Context: an optimization exercise on an open-source flow, tuned for small area, a short achievable clock period and few clock cycles. The choices shown serve that exercise and are no tape-out recipe. In this exercise RTL edits were held to simulation tests only and were not proved equivalent to the original.

==> flow/design.v, too long to show whole: its modules and the start of the top module <==
// module csp_sqsum: 3309 lines
// module csp_bitlen: 260 lines
// module closest_segment_projector: 442 lines
// module csp_top: 43 lines
module csp_top (
	input  logic        clk,
	input  logic        arst_n,
	input  logic        item_valid,
	output logic        item_stall,
	input  logic [1:0]  item_action,
	input  logic [31:0] item_px,
	input  logic [31:0] item_py,
	output logic        result_valid,
	input  logic        result_stall,
	output logic        result_empty_error,
	output logic [15:0] result_closest_index,
	output logic [15:0] result_neighbour_index,
	output logic [31:0] result_closest_x,
	output logic [31:0] result_closest_y,
	output logic [31:0] result_neighbour_x,
	output logic [31:0] result_neighbour_y,
	output logic [31:0] result_ratio_u,
	output logic [31:0] result_projected_x,
	output logic [31:0] result_projected_y
);
  // ...
==> flow/flow/run.sh <==
#!/bin/bash
set -o pipefail
bash standard.sh SETUP_SLACK_MARGIN=8 finish > std_flow.log 2>&1
==> flow/standard.sh <==
#!/bin/bash
# synth_recipe.tcl (not shown) runs the flow's synth.tcl, then flattens the netlist and writes it again
# the make line also repeats each setting of config.mk as NAME=value (left out here)
make -C /OpenROAD-flow-scripts/flow DESIGN_CONFIG=/design/flow/config.mk WORK_HOME=/design/flow/orfs CLKGATE_MAP_FILE= SYNTH_SCRIPT=/design/flow/synth_recipe.tcl "${@:-finish}"
==> flow/config.mk <==
export PLATFORM = sky130hd
export DESIGN_NAME = csp_top
export DESIGN_NICKNAME = csp_top
export VERILOG_FILES = /design/flow/design.v
export SDC_FILE = /design/flow/constraint.sdc
export NUM_CORES = 4
export LEC_CHECK = 0
export CAP_MARGIN = 20
export CORE_MARGIN = 2
export CORE_UTILIZATION = 50
export SETUP_SLACK_MARGIN = 5
export SLEW_MARGIN = 20
==> flow/constraint.sdc <==
create_clock -name core_clock -period 14.0 [get_ports {clk}]
set_input_delay 2.8000 -clock core_clock [delete_from_list [all_inputs] [get_ports {clk}]]
set_output_delay 2.8000 -clock core_clock [all_outputs]
set_load 0.01 [all_outputs]
==> summary.md, run 1 <==
Outcome
* no timing/DRC/antenna violations — result of the run

Place
* 328 — IO buf count

CTS
* done — CTS tree
* 1999 — quantity of gates resized following cts

Floorplan
* 584 microns — height of the die

GRT
* 139 — largest net degree at the start of global routing
* met2 — busiest layer in global routing
* 7.71% — GRT met3 Usage
* 51.2% — GR met1 Demand/Resource

Setup path
* flip-flop to flip-flop — classification of the worst setup path
* 7 — Crit Path Max Fanout
* 23 — total number of cells along the worst setup path
* u_csp.est[0]$_DFFE_PN0P_ — startpoint of the lowest-slack register-to-register path

Synthesis
* sky130_fd_sc_hd__inv_1 — most instantiated library cell after synthesis
* 4.06% — fraction of synthesized area in multiplexers
* 17800 — number of cells produced by synthesis
* sky130_fd_sc_hd__edfxtp_1 (24%), sky130_fd_sc_hd__fa_1 (16%), sky130_fd_sc_hd__ha_1 (9.7%), sky130_fd_sc_hd__dfxtp_1 (5.4%), sky130_fd_sc_hd__inv_1 (4.8%) — leading cell types by total area after synthesis
* 1894 — post-synthesis register bit count
* 5.23% — fraction of registers with async set or reset after synthesis
* 30.9% — sequential fraction of the synthesis area
* 9.45 sq um — mean cell area of the mapped netlist

Layout
* u_csp.den3 — Most flops, register
* 22.5% — synthesis-to-layout area growth
* 12900 — #MultiIn Comb
* 1894 — Seq Cell Count
* 206000 sq um — summed area of non-filler cells in the final layout

STA
* 1210 ps — transition at the pin with the smallest max-transition slack
* 18.2% — worst slew margin relative to its limit

Hold path
* u_csp.in_y[4]$_DFFE_PP_ — Hold Path Origin
* flip-flop to flip-flop — Hold/Removal Path Class

Drt
* 69.0 mm — WL met3
* met5 — highest routed metal layer
* 6.17 — vias per cell
* 16100 — initial drt markers

Testbench counts, summed over its fixed seeds: cycles 5,300.
==> module closest_segment_projector, before the edit <==
module closest_segment_projector (
	input  logic        clk,
	input  logic        arst_n,
	input  logic        item_valid,
	output logic        item_stall,
	input  logic [1:0]  item_action,
	input  logic [31:0] item_px,
	input  logic [31:0] item_py,
	output logic        result_valid,
	input  logic        result_stall,
	output logic        res_e,
	output logic [15:0] res_ci,
	output logic [15:0] res_ni,
	output logic [31:0] res_cx,
	output logic [31:0] res_cy,
	output logic [31:0] res_nx,
	output logic [31:0] res_ny,
	output logic [31:0] res_u,
	output logic [31:0] res_px,
	output logic [31:0] res_py
);
	localparam logic [16:0] PATH_MAX = 17'd65536;
	localparam logic [2:0] K_NONE = 3'd0;
	localparam logic [2:0] K_PT   = 3'd1;    
	localparam logic [2:0] K_END  = 3'd2;    
	localparam logic [2:0] K_DEN  = 3'd3;    
	localparam logic [2:0] K_RDEN = 3'd4;    
	localparam logic [2:0] K_RDA  = 3'd5;    
	localparam logic [2:0] K_RDB  = 3'd6;    
	localparam logic [1:0] P_EMPTY = 2'd0;
	localparam logic [1:0] P_RDA   = 2'd1;
	localparam logic [1:0] P_RDB   = 2'd2;
	localparam logic [1:0] P_RDEN  = 2'd3;
	localparam logic [2:0] E_IDLE = 3'd0;
	localparam logic [2:0] E_DIV  = 3'd2;
	localparam logic [2:0] E_F    = 3'd3;
	logic        in_v;
	logic [1:0]  in_act;
	logic [31:0] in_x, in_y;
	logic [32:0] in_vx, in_vy;
	logic [31:0] qx, qy;
	logic        started, qchg, hold_q;
	logic [2:0]  s2_kind;
	logic [64:0] s2_s, s2_c;
	logic [31:0] s2_x, s2_y;
	logic        s2_bad;
	logic [32:0] evx, evy;
	logic [31:0] ax, ay, bx, by;
	logic [64:0] da, db;
	logic [16:0] cnt;
	logic        cnt_z, cnt_ge2, cnt_max;    
	logic        minf, pflag;
	logic        pend;
	logic [1:0]  pstep;
	logic [2:0]  est;
	logic        res_v;
	logic [31:0] jcx, jcy, jnx, jny;
	logic [15:0] jci, jni;
	logic        qv;
	logic [31:0] qcx, qcy, qnx, qny;
	logic [15:0] qci, qni;
	logic [64:0] qden;
	logic [65:0] qmag;
	logic        qneg;
	logic        sh_go;
	logic eng_idle, eng_free, eng_soon, f_go;
	assign eng_idle = (est == E_IDLE) && !res_v;
	assign eng_free = (est == E_IDLE) || (est == E_F && !res_v);
	assign f_go     = (est == E_F) && (!res_v || !result_stall);
	assign sh_go    = qv && ((est == E_IDLE) || f_go);
	logic [64:0] d2;
	logic        gt_a, gt_b;
	logic [65:0] nmag;
	logic        nsgn;
	logic        s2_pt_live;
	function automatic logic gt3(input logic [64:0] a, input logic [64:0] b, input logic [64:0] d);
		logic [65:0] x, y;
		logic [66:0] t;
		x = {1'b0, a} ^ {1'b0, b} ^ ~{1'b0, d};
		y = ({1'b0, a} & {1'b0, b}) | ({1'b0, a} & ~{1'b0, d}) | ({1'b0, b} & ~{1'b0, d});
		t = {1'b0, x} + {y, 1'b0};
		gt3 = t[66];
	endfunction
	function automatic logic [66:0] add4(input logic [66:0] a, input logic [66:0] b,
	                                     input logic [66:0] c, input logic [66:0] d,
	                                     input logic [2:0] k);
		logic [66:0] x1, y1, x2, y2;
		x1 = a ^ b ^ c;
		y1 = {((a & b) | (a & c) | (b & c)), k[1]};
		x2 = x1 ^ y1 ^ d;
		y2 = {((x1 & y1) | (x1 & d) | (y1 & d)), k[0]};
		add4 = x2 + y2 + {66'd0, k[2]};
	endfunction
	always_comb begin
		logic [66:0] es, ec, ea, eb, pn, nn;
		es   = {2'b00, s2_s};
		ec   = {2'b00, s2_c};
		ea   = {2'b00, da};
		eb   = {2'b00, db};
		d2   = s2_s + s2_c;
		gt_a = gt3(s2_s, s2_c, da);
		gt_b = gt3(s2_s, s2_c, db);
		pn   = add4(es, ec, ea, ~eb, 3'b001);           
		nn   = add4(~es, ~ec, ~ea, eb, 3'b111);         
		nsgn = pn[66];
		nmag = pn[66] ? nn[65:0] : pn[65:0];
		s2_pt_live = (s2_kind == K_PT) && !minf && !cnt_max;
	end
	logic s2_end, fast, empty_now, cap_now, go_slow, steal, hold, in_pe, adv, take;
	logic [2:0] steal_k;
	always_comb begin
		s2_end    = (s2_kind == K_END);
		fast      = s2_end && !s2_bad && !hold_q && !cnt_z && (!qv || eng_soon);
		empty_now = eng_idle && !qv && ((s2_end && cnt_z) || (pend && pstep == P_EMPTY));
		cap_now   = (s2_kind == K_DEN) || ((s2_kind == K_RDEN) && pend && (!qv || eng_free));
		go_slow   = s2_end && !fast && !empty_now;
		steal     = fast || (pend && pstep != P_EMPTY && !cap_now);
		case (pstep)
			P_RDA:   steal_k = K_RDA;
			P_RDB:   steal_k = K_RDB;
			P_RDEN:  steal_k = K_RDEN;
			default: steal_k = K_NONE;
		endcase
		if (fast) steal_k = K_DEN;
		hold      = go_slow || (pend && !cap_now && !empty_now);
		in_pe     = in_v && (in_act == 2'd1 || in_act == 2'd2);
		adv       = in_pe && !steal && !hold;
		item_stall = hold_q || (in_pe && !adv);
		take      = item_valid && !item_stall;
	end
	logic [2:0]  s1_kind;
	logic [32:0] tvx, tvy;
	logic [64:0] sq_s, sq_c;
	always_comb begin
		if (steal) s1_kind = steal_k;
		else if (adv) s1_kind = (in_act == 2'd1) ? K_PT : K_END;
		else s1_kind = K_NONE;
		tvx = steal ? evx : in_vx;
		tvy = steal ? evy : in_vy;
	end
	csp_sqsum u_sq (.a(tvx), .b(tvy), .s(sq_s), .c(sq_c));
	logic        ev_load;
	logic [31:0] e1x, e1y, e2x, e2y;
	always_comb begin
		ev_load = 1'b1;
		if (adv && in_act == 2'd2) begin
			e1x = ax; e1y = ay;
			e2x = s2_pt_live ? s2_x : bx;
			e2y = s2_pt_live ? s2_y : by;
		end else if (go_slow && hold_q) begin
			e1x = ax; e1y = ay; e2x = qx; e2y = qy;
		end else if (pend && pstep == P_RDA) begin
			e1x = bx; e1y = by; e2x = qx; e2y = qy;
		end else begin
			ev_load = go_slow || (pend && pstep == P_RDB);
			e1x = ax; e1y = ay; e2x = bx; e2y = by;
		end
	end
	logic [64:0] den;
	logic [66:0] den3;   
	logic [65:0] rem;    
	logic        neg, sat, first;
	logic signed [32:0] sdx, sdy;
	logic [33:0] lq;
	logic [4:0]  dcnt;
	logic signed [65:0] accx, accy;
	assign eng_soon = eng_free || (est == E_DIV && dcnt == 5'd1 && !res_v);
	function automatic logic [31:0] sat32(input logic [50:0] v);
		logic [31:0] r;
		if (&v[50:31] || !(|v[50:31])) r = v[31:0];
		else r = v[50] ? 32'h8000_0000 : 32'h7FFF_FFFF;
		sat32 = r;
	endfunction
	logic [65:0]  amag;
	logic [6:0]   bl_a, bl_den;
	logic [7:0]   s_est;
	logic [5:0]   s_st;
	logic [112:0] z;
	logic signed [32:0] sdx_n, sdy_n;
	csp_bitlen u_bl_a (.v(qmag), .bl(bl_a));
	csp_bitlen u_bl_d (.v({1'b0, qden}), .bl(bl_den));
	always_comb begin
		amag   = qmag;
		s_est  = {1'b0, bl_a} + 8'd15 - {1'b0, bl_den};
		if (s_est[7]) s_st = 6'd0;                     
		else if (s_est > 8'd31) s_st = 6'd32;
		else s_st = s_est[5:0] + {5'd0, s_est[0]};    
		z = {47'd0, amag} << (7'd47 - {1'b0, s_st});
		if (qneg) begin
			sdx_n = {qcx[31], qcx} - {qnx[31], qnx};
			sdy_n = {qcy[31], qcy} - {qny[31], qny};
		end else begin
			sdx_n = {qnx[31], qnx} - {qcx[31], qcx};
			sdy_n = {qny[31], qny} - {qcy[31], qcy};
		end
	end
	logic [66:0] tq;
	logic [67:0] u1, u2, u3;
	logic        c1, c2, c3, g1, g2;
	logic [64:0] r2;
	always_comb begin
		tq = {rem[64:0], lq[33], lq[32]};
		u1 = {1'b0, tq} - {3'b000, den};
		u2 = {1'b0, tq} - {2'b00, den, 1'b0};
		u3 = {1'b0, tq} - {1'b0, den3};
		c1 = !u1[67];
		c2 = !u2[67];
		c3 = !u3[67];
		g1 = c2;
		g2 = c3 || (c1 && !c2);
		if (c3) r2 = u3[64:0];
		else if (c2) r2 = u2[64:0];
		else if (c1) r2 = u1[64:0];
		else r2 = tq[64:0];
	end
	logic [31:0] q0;
	logic        rb_eff;
	logic [1:0]  m;
	logic signed [66:0] fx, fy;
	logic [31:0] u_val;
	always_comb begin
		logic signed [66:0] x1, x2, x3, y1, y2, y3;
		logic [15:0] rcx, rcy;
		q0     = lq[32:1];
		rb_eff = lq[0] && !(!neg && q0 == 32'h7FFF_FFFF);
		m      = {1'b0, lq[1]} + {1'b0, rb_eff};
		rcx    = (sdx[32] ? 16'h7FFF : 16'h8000) + {15'd0, sat && !neg};
		rcy    = (sdy[32] ? 16'h7FFF : 16'h8000) + {15'd0, sat && !neg};
		if (est == E_F) begin
			x1 = $signed({{19{jcx[31]}}, jcx, rcx});
			y1 = $signed({{19{jcy[31]}}, jcy, rcy});
			if (sat) begin
				x2 = 67'(sdx) <<< 31;
				x3 = neg ? 67'sd0 : ~(67'(sdx));
				y2 = 67'(sdy) <<< 31;
				y3 = neg ? 67'sd0 : ~(67'(sdy));
			end else begin
				x2 = 67'(accx) <<< 1;
				x3 = m[1] ? (67'(sdx) <<< 1) : m[0] ? 67'(sdx) : 67'sd0;
				y2 = 67'(accy) <<< 1;
				y3 = m[1] ? (67'(sdy) <<< 1) : m[0] ? 67'(sdy) : 67'sd0;
			end
		end else begin
			x1 = lq[1] ? (67'(sdx) <<< 1) : 67'sd0;
			x2 = 67'(accx) <<< 2;
			x3 = lq[0] ? 67'(sdx) : 67'sd0;
			y1 = lq[1] ? (67'(sdy) <<< 1) : 67'sd0;
			y2 = 67'(accy) <<< 2;
			y3 = lq[0] ? 67'(sdy) : 67'sd0;
		end
		fx = x1 + x2 + x3;
		fy = y1 + y2 + y3;
		if (sat) u_val = neg ? 32'h8000_0000 : 32'h7FFF_FFFF;
		else     u_val = (neg ? ~q0 : q0) + {31'd0, (neg ? !rb_eff : rb_eff)};
	end
	always_ff @(posedge clk or negedge arst_n) begin
		if (!arst_n) begin
			in_v    <= 1'b0;
			qx      <= '0;
			qy      <= '0;
			started <= 1'b0;
			qchg    <= 1'b0;
			hold_q  <= 1'b0;
			s2_kind <= K_NONE;
			cnt     <= '0;
			cnt_z   <= 1'b1;
			cnt_ge2 <= 1'b0;
			cnt_max <= 1'b0;
			minf    <= 1'b0;
			pend    <= 1'b0;
			pstep   <= P_EMPTY;
			est     <= E_IDLE;
			res_v   <= 1'b0;
			qv      <= 1'b0;
		end else begin
			if (take) in_v <= 1'b1;
			else if (!in_pe || adv) in_v <= 1'b0;
			if (take) begin
				case (item_action)
					2'd0: begin
						qx <= item_px;
						qy <= item_py;
						if (started) qchg <= 1'b1;
					end
					2'd1: started <= 1'b1;
					2'd2: begin
						started <= 1'b0;
						qchg    <= 1'b0;
						if (qchg) hold_q <= 1'b1;
					end
					default: ;
				endcase
			end
			s2_kind <= s1_kind;
			if (s2_pt_live) begin
				if (cnt_z) begin
					cnt   <= 17'd1;
					cnt_z <= 1'b0;
				end else if (gt_a) begin
					minf <= 1'b1;
				end else begin
					cnt     <= cnt + 17'd1;
					cnt_ge2 <= 1'b1;
					cnt_max <= (cnt == PATH_MAX - 17'd1);
				end
			end
			if (cap_now || empty_now) begin
				cnt     <= '0;
				cnt_z   <= 1'b1;
				cnt_ge2 <= 1'b0;
				cnt_max <= 1'b0;
				minf    <= 1'b0;
				hold_q  <= 1'b0;
			end
			if (cap_now || empty_now) begin
				pend <= 1'b0;
			end else if (go_slow) begin
				pend <= 1'b1;
				if (cnt_z) pstep <= P_EMPTY;
				else if (hold_q) pstep <= P_RDA;
				else pstep <= P_RDEN;
			end else if (pend && pstep == P_RDA) begin
				pstep <= P_RDB;
			end else if (pend && pstep == P_RDB) begin
				pstep <= P_RDEN;
			end
			case (est)
				E_IDLE: if (sh_go) est <= (qden == '0) ? E_F : E_DIV;
				E_DIV:  if (dcnt == 5'd1) est <= E_F;
				E_F:    if (f_go) est <= !sh_go ? E_IDLE : (qden == '0) ? E_F : E_DIV;
				default: est <= E_IDLE;
			endcase
			if (cap_now) qv <= 1'b1;
			else if (sh_go) qv <= 1'b0;
			if (f_go || empty_now) res_v <= 1'b1;
			else if (res_v && !result_stall) res_v <= 1'b0;
		end
	end
	always_ff @(posedge clk) begin
		if (take) begin
			in_act <= item_action;
			in_x   <= item_px;
			in_y   <= item_py;
			in_vx  <= {item_px[31], item_px} - {qx[31], qx};
			in_vy  <= {item_py[31], item_py} - {qy[31], qy};
		end
		s2_s   <= sq_s;
		s2_c   <= sq_c;
		s2_x   <= in_x;
		s2_y   <= in_y;
		s2_bad <= s2_pt_live && (cnt_z || (gt_a && cnt_ge2 && gt_b));
		if (ev_load) begin
			evx <= {e1x[31], e1x} - {e2x[31], e2x};
			evy <= {e1y[31], e1y} - {e2y[31], e2y};
		end
		if (s2_pt_live) begin
			if (cnt_z) begin
				ax <= s2_x; ay <= s2_y; da <= d2;
				bx <= s2_x; by <= s2_y; db <= d2;
			end else if (gt_a) begin
				pflag <= !(cnt_ge2 && gt_b);
				if (!(cnt_ge2 && gt_b)) begin
					bx <= s2_x; by <= s2_y; db <= d2;
				end
			end else begin
				bx <= ax; by <= ay; db <= da;
				ax <= s2_x; ay <= s2_y; da <= d2;
			end
		end
		if (s2_kind == K_RDA) da <= d2;
		if (s2_kind == K_RDB) db <= d2;
		if (cap_now) begin
			qcx  <= ax;
			qcy  <= ay;
			qnx  <= bx;
			qny  <= by;
			qci  <= 16'(cnt - 17'd1);
			if (minf) qni <= pflag ? cnt[15:0] : 16'(cnt - 17'd2);
			else      qni <= cnt_ge2 ? 16'(cnt - 17'd2) : 16'(cnt - 17'd1);
			qden <= d2;
			qmag <= nmag;
			qneg <= nsgn;
		end
		if (sh_go) begin
			jcx   <= qcx;
			jcy   <= qcy;
			jnx   <= qnx;
			jny   <= qny;
			jci   <= qci;
			jni   <= qni;
			den   <= qden;
			neg   <= qneg && (qden != '0);
			den3  <= {2'b00, qden} + {1'b0, qden, 1'b0};
			sdx   <= sdx_n;
			sdy   <= sdy_n;
			rem   <= z[97:33];
			lq    <= (qden == '0) ? {1'b0, 32'h0001_0000, 1'b0} : {z[32:0], 1'b0};
			dcnt  <= 5'(({1'b0, s_st} + 7'd2) >> 1);
			accx  <= '0;
			accy  <= '0;
			sat   <= 1'b0;
			first <= (s_st == 6'd32);
		end
		if (empty_now) begin
			res_e  <= 1'b1;
			res_ci <= '0;
			res_ni <= '0;
			res_cx <= '0;
			res_cy <= '0;
			res_nx <= '0;
			res_ny <= '0;
			res_u  <= '0;
			res_px <= '0;
			res_py <= '0;
		end
		case (est)
			E_DIV: begin
				rem   <= {1'b0, r2};
				lq    <= {lq[31:0], g1, g2};
				dcnt  <= dcnt - 5'd1;
				accx  <= fx[65:0];
				accy  <= fy[65:0];
				first <= 1'b0;
				if (first && c1) sat <= 1'b1;
			end
			E_F: if (f_go) begin
				res_e  <= 1'b0;
				res_ci <= jci;
				res_ni <= jni;
				res_cx <= jcx;
				res_cy <= jcy;
				res_nx <= jnx;
				res_ny <= jny;
				res_u  <= u_val;
				res_px <= sat32(fx[66:16]);
				res_py <= sat32(fy[66:16]);
			end
			default: ;
		endcase
	end
	assign result_valid = res_v;
endmodule
==> run 2, diff against run 1 <==
--- a/flow/design.v
+++ b/flow/design.v
@@ -4,17 +4,17 @@
 	localparam logic [1:0] ACT_END   = 2'd2;
 endpackage
 module csp_sqsum (
 	input  logic [32:0] a,
 	input  logic [32:0] b,
 	output logic [64:0] s,
 	output logic [64:0] c
 );
-	wire [31:0] aw = a[31:0] ^ {32{a[32]}};
+	wire [31:0] aw = a[31:0];
 	wire p1 = aw[0] & aw[1];
 	wire p2 = aw[0] & aw[2];
 	wire p3 = aw[0] & aw[3];
 	wire p4 = aw[0] & aw[4];
 	wire p5 = aw[0] & aw[5];
 	wire p6 = aw[0] & aw[6];
 	wire p7 = aw[0] & aw[7];
 	wire p8 = aw[0] & aw[8];
@@ -533,17 +533,17 @@
 	wire p521 = a[32] & aw[24];
 	wire p522 = a[32] & aw[25];
 	wire p523 = a[32] & aw[26];
 	wire p524 = a[32] & aw[27];
 	wire p525 = a[32] & aw[28];
 	wire p526 = a[32] & aw[29];
 	wire p527 = a[32] & aw[30];
 	wire p528 = a[32] & aw[31];
-	wire [31:0] bw = b[31:0] ^ {32{b[32]}};
+	wire [31:0] bw = b[31:0];
 	wire p529 = bw[0] & bw[1];
 	wire p530 = bw[0] & bw[2];
 	wire p531 = bw[0] & bw[3];
 	wire p532 = bw[0] & bw[4];
 	wire p533 = bw[0] & bw[5];
 	wire p534 = bw[0] & bw[6];
 	wire p535 = bw[0] & bw[7];
 	wire p536 = bw[0] & bw[8];
@@ -3697,16 +3697,19 @@
 		endcase
 		if (fast) steal_k = K_DEN;
 		hold      = go_slow || (pend && !cap_now && !empty_now);
 		in_pe     = in_v && (in_act == 2'd1 || in_act == 2'd2);
 		adv       = in_pe && !steal && !hold;
 		item_stall = hold_q || (in_pe && !adv);
 		take      = item_valid && !item_stall;
 	end
+	function automatic logic [32:0] sgnw(input logic [32:0] v);
+		sgnw = {v[32], v[31:0] ^ {32{v[32]}}};
+	endfunction
 	logic [2:0]  s1_kind;
 	logic [32:0] tvx, tvy;
 	logic [64:0] sq_s, sq_c;
 	always_comb begin
 		if (steal) s1_kind = steal_k;
 		else if (adv) s1_kind = (in_act == 2'd1) ? K_PT : K_END;
 		else s1_kind = K_NONE;
 		tvx = steal ? evx : in_vx;
@@ -3729,21 +3732,21 @@
 			ev_load = go_slow || (pend && pstep == P_RDB);
 			e1x = ax; e1y = ay; e2x = bx; e2y = by;
 		end
 	end
 	logic [64:0] den;
 	logic [66:0] den3;   
 	logic [65:0] rem;    
 	logic        neg, sat, first;
+	logic        s_big;    
 	logic signed [32:0] sdx, sdy;
 	logic [33:0] lq;
 	logic [4:0]  dcnt;
 	logic signed [65:0] accx, accy;
-	assign eng_soon = eng_free || (est == E_DIV && dcnt == 5'd1 && !res_v);
 	function automatic logic [31:0] sat32(input logic [50:0] v);
 		logic [31:0] r;
 		if (&v[50:31] || !(|v[50:31])) r = v[31:0];
 		else r = v[50] ? 32'h8000_0000 : 32'h7FFF_FFFF;
 		sat32 = r;
 	endfunction
 	logic [65:0]  amag;
 	logic [6:0]   bl_a, bl_den;
@@ -3763,16 +3766,35 @@
 		if (qneg) begin
 			sdx_n = {qcx[31], qcx} - {qnx[31], qnx};
 			sdy_n = {qcy[31], qcy} - {qny[31], qny};
 		end else begin
 			sdx_n = {qnx[31], qnx} - {qcx[31], qcx};
 			sdy_n = {qny[31], qny} - {qcy[31], qcy};
 		end
 	end
+	logic [2:0] est_n;
+	logic [4:0] dcnt_n;
+	logic       res_v_n, eng_soon_r;
+	always_comb begin
+		est_n = est;
+		case (est)
+			E_IDLE: if (sh_go) est_n = (qden == '0) ? E_F : E_DIV;
+			E_DIV:  if (dcnt == 5'd1) est_n = E_F;
+			E_F:    if (f_go) est_n = !sh_go ? E_IDLE : (qden == '0) ? E_F : E_DIV;
+			default: est_n = E_IDLE;
+		endcase
+		if (sh_go) dcnt_n = 5'(({1'b0, s_st} + 7'd2) >> 1);
+		else if (est == E_DIV) dcnt_n = dcnt - 5'd1;
+		else dcnt_n = dcnt;
+		if (f_go || empty_now) res_v_n = 1'b1;
+		else if (res_v && !result_stall) res_v_n = 1'b0;
+		else res_v_n = res_v;
+	end
+	assign eng_soon = eng_soon_r;
 	logic [66:0] tq;
 	logic [67:0] u1, u2, u3;
 	logic        c1, c2, c3, g1, g2;
 	logic [64:0] r2;
 	always_comb begin
 		tq = {rem[64:0], lq[33], lq[32]};
 		u1 = {1'b0, tq} - {3'b000, den};
 		u2 = {1'b0, tq} - {2'b00, den, 1'b0};
@@ -3791,17 +3813,17 @@
 	logic        rb_eff;
 	logic [1:0]  m;
 	logic signed [66:0] fx, fy;
 	logic [31:0] u_val;
 	always_comb begin
 		logic signed [66:0] x1, x2, x3, y1, y2, y3;
 		logic [15:0] rcx, rcy;
 		q0     = lq[32:1];
-		rb_eff = lq[0] && !(!neg && q0 == 32'h7FFF_FFFF);
+		rb_eff = lq[0];    
 		m      = {1'b0, lq[1]} + {1'b0, rb_eff};
 		rcx    = (sdx[32] ? 16'h7FFF : 16'h8000) + {15'd0, sat && !neg};
 		rcy    = (sdy[32] ? 16'h7FFF : 16'h8000) + {15'd0, sat && !neg};
 		if (est == E_F) begin
 			x1 = $signed({{19{jcx[31]}}, jcx, rcx});
 			y1 = $signed({{19{jcy[31]}}, jcy, rcy});
 			if (sat) begin
 				x2 = 67'(sdx) <<< 31;
@@ -3838,18 +3860,19 @@
 			s2_kind <= K_NONE;
 			cnt     <= '0;
 			cnt_z   <= 1'b1;
 			cnt_ge2 <= 1'b0;
 			cnt_max <= 1'b0;
 			minf    <= 1'b0;
 			pend    <= 1'b0;
 			pstep   <= P_EMPTY;
-			est     <= E_IDLE;
-			res_v   <= 1'b0;
+			est        <= E_IDLE;
+			eng_soon_r <= 1'b1;
+			res_v      <= 1'b0;
 			qv      <= 1'b0;
 		end else begin
 			if (take) in_v <= 1'b1;
 			else if (!in_pe || adv) in_v <= 1'b0;
 			if (take) begin
 				case (item_action)
 					2'd0: begin
 						qx <= item_px;
@@ -3893,44 +3916,40 @@
 				if (cnt_z) pstep <= P_EMPTY;
 				else if (hold_q) pstep <= P_RDA;
 				else pstep <= P_RDEN;
 			end else if (pend && pstep == P_RDA) begin
 				pstep <= P_RDB;
 			end else if (pend && pstep == P_RDB) begin
 				pstep <= P_RDEN;
 			end
-			case (est)
-				E_IDLE: if (sh_go) est <= (qden == '0) ? E_F : E_DIV;
-				E_DIV:  if (dcnt == 5'd1) est <= E_F;
-				E_F:    if (f_go) est <= !sh_go ? E_IDLE : (qden == '0) ? E_F : E_DIV;
-				default: est <= E_IDLE;
-			endcase
+			est        <= est_n;
+			eng_soon_r <= (est_n == E_IDLE) || (est_n == E_F && !res_v_n) ||
+			              (est_n == E_DIV && dcnt_n == 5'd1 && !res_v_n);
 			if (cap_now) qv <= 1'b1;
 			else if (sh_go) qv <= 1'b0;
-			if (f_go || empty_now) res_v <= 1'b1;
-			else if (res_v && !result_stall) res_v <= 1'b0;
+			res_v <= res_v_n;
 		end
 	end
 	always_ff @(posedge clk) begin
 		if (take) begin
 			in_act <= item_action;
 			in_x   <= item_px;
 			in_y   <= item_py;
-			in_vx  <= {item_px[31], item_px} - {qx[31], qx};
-			in_vy  <= {item_py[31], item_py} - {qy[31], qy};
+			in_vx  <= sgnw({item_px[31], item_px} - {qx[31], qx});
+			in_vy  <= sgnw({item_py[31], item_py} - {qy[31], qy});
 		end
 		s2_s   <= sq_s;
 		s2_c   <= sq_c;
 		s2_x   <= in_x;
 		s2_y   <= in_y;
 		s2_bad <= s2_pt_live && (cnt_z || (gt_a && cnt_ge2 && gt_b));
 		if (ev_load) begin
-			evx <= {e1x[31], e1x} - {e2x[31], e2x};
-			evy <= {e1y[31], e1y} - {e2y[31], e2y};
+			evx <= sgnw({e1x[31], e1x} - {e2x[31], e2x});
+			evy <= sgnw({e1y[31], e1y} - {e2y[31], e2y});
 		end
 		if (s2_pt_live) begin
 			if (cnt_z) begin
 				ax <= s2_x; ay <= s2_y; da <= d2;
 				bx <= s2_x; by <= s2_y; db <= d2;
 			end else if (gt_a) begin
 				pflag <= !(cnt_ge2 && gt_b);
 				if (!(cnt_ge2 && gt_b)) begin
@@ -3964,17 +3983,18 @@
 			jni   <= qni;
 			den   <= qden;
 			neg   <= qneg && (qden != '0);
 			den3  <= {2'b00, qden} + {1'b0, qden, 1'b0};
 			sdx   <= sdx_n;
 			sdy   <= sdy_n;
 			rem   <= z[97:33];
 			lq    <= (qden == '0) ? {1'b0, 32'h0001_0000, 1'b0} : {z[32:0], 1'b0};
-			dcnt  <= 5'(({1'b0, s_st} + 7'd2) >> 1);
+			dcnt  <= dcnt_n;
+			s_big <= (s_st >= 6'd30);
 			accx  <= '0;
 			accy  <= '0;
 			sat   <= 1'b0;
 			first <= (s_st == 6'd32);
 		end
 		if (empty_now) begin
 			res_e  <= 1'b1;
 			res_ci <= '0;
@@ -3986,21 +4006,22 @@
 			res_u  <= '0;
 			res_px <= '0;
 			res_py <= '0;
 		end
 		case (est)
 			E_DIV: begin
 				rem   <= {1'b0, r2};
 				lq    <= {lq[31:0], g1, g2};
-				dcnt  <= dcnt - 5'd1;
+				dcnt  <= dcnt_n;
 				accx  <= fx[65:0];
 				accy  <= fy[65:0];
 				first <= 1'b0;
 				if (first && c1) sat <= 1'b1;
+				if (dcnt == 5'd1 && s_big && (&lq[29:0]) && g1 && g2 && !neg) sat <= 1'b1;
 			end
 			E_F: if (f_go) begin
 				res_e  <= 1'b0;
 				res_ci <= jci;
 				res_ni <= jni;
 				res_cx <= jcx;
 				res_cy <= jcy;
 				res_nx <= jnx;
==> flow/flow/run.sh (replaced) <==
#!/bin/bash
set -o pipefail
bash standard.sh SETUP_SLACK_MARGIN=9 finish > std_flow.log 2>&1
==> summary.md, run 2 <==
Outcome
* no timing/DRC/antenna violations — result of the run, unchanged

STA
* 20.7% — worst slew margin relative to its limit, was 18.2%
* 0 — setup-violating endpoint count in the final report, unchanged
* 0 — number of failing hold endpoints at the final stage, unchanged
* 0 — number of max-slew violations in the final report, unchanged
* 1190 ps — transition at the pin with the smallest max-transition slack, was 1210 ps
* 6920 ps — setup slack after layout, was 6330 ps
* true — RSZ-0062 raised after global routing, unchanged
* 131 ps — worst clock skew on the final layout, was 135 ps
* 0 ps — total negative setup slack, unchanged
* 50.6% — part of the cycle the worst path needs, was 54.8%
* 7080 ps — minimum clock period after layout, was 7670 ps
* 141 MHz — maximum achievable frequency, was 130 MHz

Place
* 4140 ps — Place WS, was 4220 ps
* 328 — IO buf count, unchanged
* 457 mm — HPWL after detailed placement, was 470 mm
* 0.990 — routability cong., was 1.01

Layout
* 117000 sq um — area of the multi-input gates, was 115000 sq um
* 52000 sq um — Sequential Area, was 51900 sq um
* 21.3% — fraction of layout instances using a drive strength above 1, was 19.3%
* 25.6% — synthesis-to-layout area growth, was 22.5%
* 27300 — number of filler cells placed in the layout, was 27700
* 67 — flip-flop count of the largest register after layout, unchanged
* sky130_fd_sc_hd__inv_1 — commonest non-fill, non-tap cell in the layout, unchanged
* u_csp.den3 — Most flops, register, unchanged
* 63.2% — utilization of the core after routing, was 61.6%
* sky130_fd_sc_hd__inv_1 (1960), sky130_fd_sc_hd__nor2_1 (1515), sky130_fd_sc_hd__nand2_1 (1370) — commonest non-fill, non-tap cells in the layout, was sky130_fd_sc_hd__inv_1 (2037), sky130_fd_sc_hd__nor2_1 (1537), sky130_fd_sc_hd__edfxtp_1 (1343)
* 21600 — Final #Nets, was 21400

Drt
* 145000 — via count of the routed design, was 144000
* 675 mm — routed wire length, was 661 mm
* 279 mm — detailed-routing wirelength on met1, was 265 mm
* 6.14 — vias per cell, was 6.17
* 0 — DR DRC count, unchanged
* met5 — highest routed metal layer, unchanged
* 0 — antenna violation net count after detailed routing, unchanged
* 8 — DR pass1 iterations, was 9
* 74.3 mm — WL met3, was 69.0 mm
* 28.7 microns — wire per inst, was 28.4 microns
* 280 mm — met2 layer wire length in the routed design, was 285 mm
* 16800 — initial drt markers, was 16100

Floorplan
* 341000 sq um — area of the die, about the same
* 329 — boundary pin count, unchanged
* 334000 sq um — Core ar., about the same
* 212 — Core Rows, unchanged
* 584 microns — height of the die, about the same
* 584 microns — die extent in x, about the same
* 50.3% — Initial Utilization, about the same

CTS
* done — CTS tree, unchanged
* 60 ps — Clk pin slew, worst setup/hold paths, was 70 ps
* 1897 — number of clock sinks, was 1894
* 0 — hold buffers post-CTS, unchanged
* 4 — buffer levels on the longest clock path, unchanged
* 1020 ps — clock insertion delay at the later pin of the skew report, was 1000 ps
* 219 — number of buffers created by CTS, was 220
* sky130_fd_sc_hd__clkbuf_16 — clock tree root buffer cell, unchanged
* 4 — number of H-tree branching levels, unchanged

Setup path
* u_csp.qmag[4]$_DFFE_PP_ — beginning of the critical path, was u_csp.est[0]$_DFFE_PN0P_
* flip-flop — nature of the critical path endpoint, unchanged
* 32 — number of cells on the worst reg-to-reg path, was 23
* 7720 ps — Arr. time, crit path, was 8490 ps
* 14640 ps — critical path data required time, was 14820 ps
* 4 — critical path buffer and inverter count, was 6
* compound AO/OA/AOI/OAI gates — CP delay by family, top, was adder cells
* 8 — Crit Path Max Fanout, was 7
* sky130_fd_sc_hd__edfxtp_1 — Critical-path top delay cell, was sky130_fd_sc_hd__fa_2
* sky130_fd_sc_hd__a21oi_1 — Worst path most repeated cell, was sky130_fd_sc_hd__fa_2
* 600 ps — worst stage delay on the critical path, was 570 ps
* u_csp.qmag[4]$_DFFE_PP_ — startpoint of the lowest-slack register-to-register path, was u_csp.est[0]$_DFFE_PN0P_
* flip-flop — kind of start point of the critical path, unchanged
* flip-flop to flip-flop — classification of the worst setup path, unchanged
* 32 — total number of cells along the worst setup path, was 23

Hold path
* u_csp.in_x[1]$_DFFE_PP_ — Hold Path Origin, was u_csp.in_y[4]$_DFFE_PP_
* 0 — WHS Path Cells, unchanged
* flip-flop to flip-flop — Hold/Removal Path Class, unchanged

Synthesis
* 9.45 sq um — mean cell area of the mapped netlist, about the same
* 1 — yosys warns, unchanged
* sky130_fd_sc_hd__edfxtp_1 — prevailing post-synth register cell, unchanged
* sky130_fd_sc_hd__inv_1 (2132), sky130_fd_sc_hd__nor2_1 (1661), sky130_fd_sc_hd__nand2_1 (1478) — top cell types by occurrence after synthesis, was sky130_fd_sc_hd__inv_1 (2167), sky130_fd_sc_hd__nor2_1 (1656), sky130_fd_sc_hd__fa_1 (1360)
* 124 — post-synth cell types, was 102
* 168000 sq um — mapped cell area, about the same
* 24.0% — share of the synthesized area in the top cell type, about the same
* 30.9% — sequential fraction of the synthesis area, about the same
* 1344 — number of enable-type register cells in the synthesized netlist, was 1343
* sky130_fd_sc_hd__edfxtp_1 (24%), sky130_fd_sc_hd__fa_1 (17%), sky130_fd_sc_hd__ha_1 (8.8%), sky130_fd_sc_hd__dfxtp_1 (5.4%), sky130_fd_sc_hd__inv_1 (4.8%) — leading cell types by total area after synthesis, was sky130_fd_sc_hd__edfxtp_1 (24%), sky130_fd_sc_hd__fa_1 (16%), sky130_fd_sc_hd__ha_1 (9.7%), sky130_fd_sc_hd__dfxtp_1 (5.4%), sky130_fd_sc_hd__inv_1 (4.8%)
* sky130_fd_sc_hd__inv_1 — most instantiated library cell after synthesis, unchanged
* 17800 — number of cells produced by synthesis, about the same
* 1897 — post-synthesis register bit count, was 1894
* 5.32% — fraction of registers with async set or reset after synthesis, was 5.23%
* sky130_fd_sc_hd__edfxtp_1 — cell type contributing the most total cell area after synthesis, unchanged
* 20500 — net count of the mapped netlist, about the same

GRT
* 49 — initial antenna violation count, was 48
* 139 — largest net degree at the start of global routing, unchanged
* 37.4% — GRT Resource Usage Total, was 37.5%
* 136000 — vias in the first global route, was 139000
* 938 mm — global-route wire length before repair, was 945 mm
* 0 — leftover overflow at the end of global routing, unchanged

Flow run
* 0 — Max Cap Viol, unchanged

-- run 2: cell types whose count changed in the layout (fill, tap and decap cells not counted), moves of 58 or more --
cell | previous run | this run
sky130_fd_sc_hd__nand2_1 | 1151 | 1370
sky130_fd_sc_hd__ha_1 | 1128 | 1043
sky130_fd_sc_hd__buf_4 | 622 | 741
sky130_fd_sc_hd__o21bai_1 | 221 | 137
sky130_fd_sc_hd__a21oi_1 | 1162 | 1092
sky130_fd_sc_hd__mux2_2 | 264 | 200
sky130_fd_sc_hd__mux2i_1 | 212 | 154
sky130_fd_sc_hd__or2_2 | 154 | 64
sky130_fd_sc_hd__inv_1 | 2037 | 1960
sky130_fd_sc_hd__mux2i_4 | 92 | 229
-- run 2: worst paths after layout --
check	slack [ps]	end
max reg2reg	6920	u_csp.rem[64]$_DFFE_PP_
min reg2reg	260	u_csp.s2_x[1]$_DFF_P_
max in group asynchronous	10600	u_csp.est[1]$_DFF_PN0_
min in group asynchronous	1880	u_csp.qx[19]$_DFFE_PN0P_
max	6920	u_csp.rem[64]$_DFFE_PP_
min	260	u_csp.s2_x[1]$_DFF_P_
-- run 2: cell type report --
class                      count  share of cell area [%]
antenna                       30                  0.0355
multi-input combinational  13000                    55.5
inverter                    2145                    3.91
tap                         4387                    2.60
timing repair inverter         4                  0.0184
sequential                  1897                    24.6
clock buffer                 291                    2.91
clock inverter               117                   0.621
timing repair buffer        1710                    9.73
-- run 2: per-layer routing --
| layer | up-vias | global-route usage (%) |
|---|---|---|
| met5 | - | 0.308 |
| met4 | 10 | 18.1 |
| met3 | 1855 | 8.38 |
| met2 | 7780 | 53.3 |
| met1 | 71600 | 53.7 |
| li1 | 63300 | - |
-- run 2: cell families (layout without fill, tap and decap cells) --
kind of cell / after synthesis / count (layout) / share of synthesized area (%)
other: 1 / 31 / 0.00223
AND/OR/NAND/NOR: 4572 / 4584 / 12.2
adder cells (fa/ha/maj): 2603 / 2603 / 25.7
buffers and inverters: 2959 / 4267 / 6.73
multiplexers: 667 / 671 / 4.18
XOR/XNOR: 905 / 905 / 4.71
flip-flops: 1897 / 1897 / 30.9
AO/OA/AOI/OAI: 4188 / 4192 / 15.6
-- run 2: metrics by stage --
step / cell area, sq um / cells / hold WS, ps
after floorplan: 170000 / 17800 / 323
after global placement: 177000 / 21900 / 324
after detailed placement: 177000 / 21900 / 327
after CTS: 200000 / 23000 / 260
after global routing: 211000 / 23500 / 276
final: 211000 / 23500 / 265
-- run 2: timing repair --
action / CTS / global route
setup endpoints to repair: 1349 / 1200
cloned: 102 / 73
setup buffers: 602 / 454
pin swaps: 466 / 672
gates resized for setup: 1910 / 1331
Testbench counts of run 2, summed over its fixed seeds: cycles 5,300.

-- port drivers added, routing unchanged --
The results above use ideal ports. As a check the final layouts listed here were re-extracted and re-timed, cells and wires unchanged. Step 1 sets driving cells, clkbuf_16 on the clock port and buf_2 on the other inputs (assumed; they add their load-dependent delay and slew). Step 2 moves the port delays by t, midway between the first and last clock arrival at a register: inputs arrive t later, outputs are due t later. That takes back most of the time a late clock gives input paths. a / b / c = ideal / step 1 / step 2; a / b = the first two.
| run | t, ns | slack for setup (ns) | worst setup path after step 2 | clock arrival spread, ns | worst slew at a driven data input, ns |
|---|---|---|---|---|---|
| run 1 | 1.035 | 6.331 / 6.331 / 6.331 | register to register | 0.135 / 0.135 | 0.05 |
| run 2 | 1.071 | 6.919 / 6.919 / 6.919 | register to register | 0.138 / 0.138 | 0.27 |
After both steps every run listed still meets setup and hold.
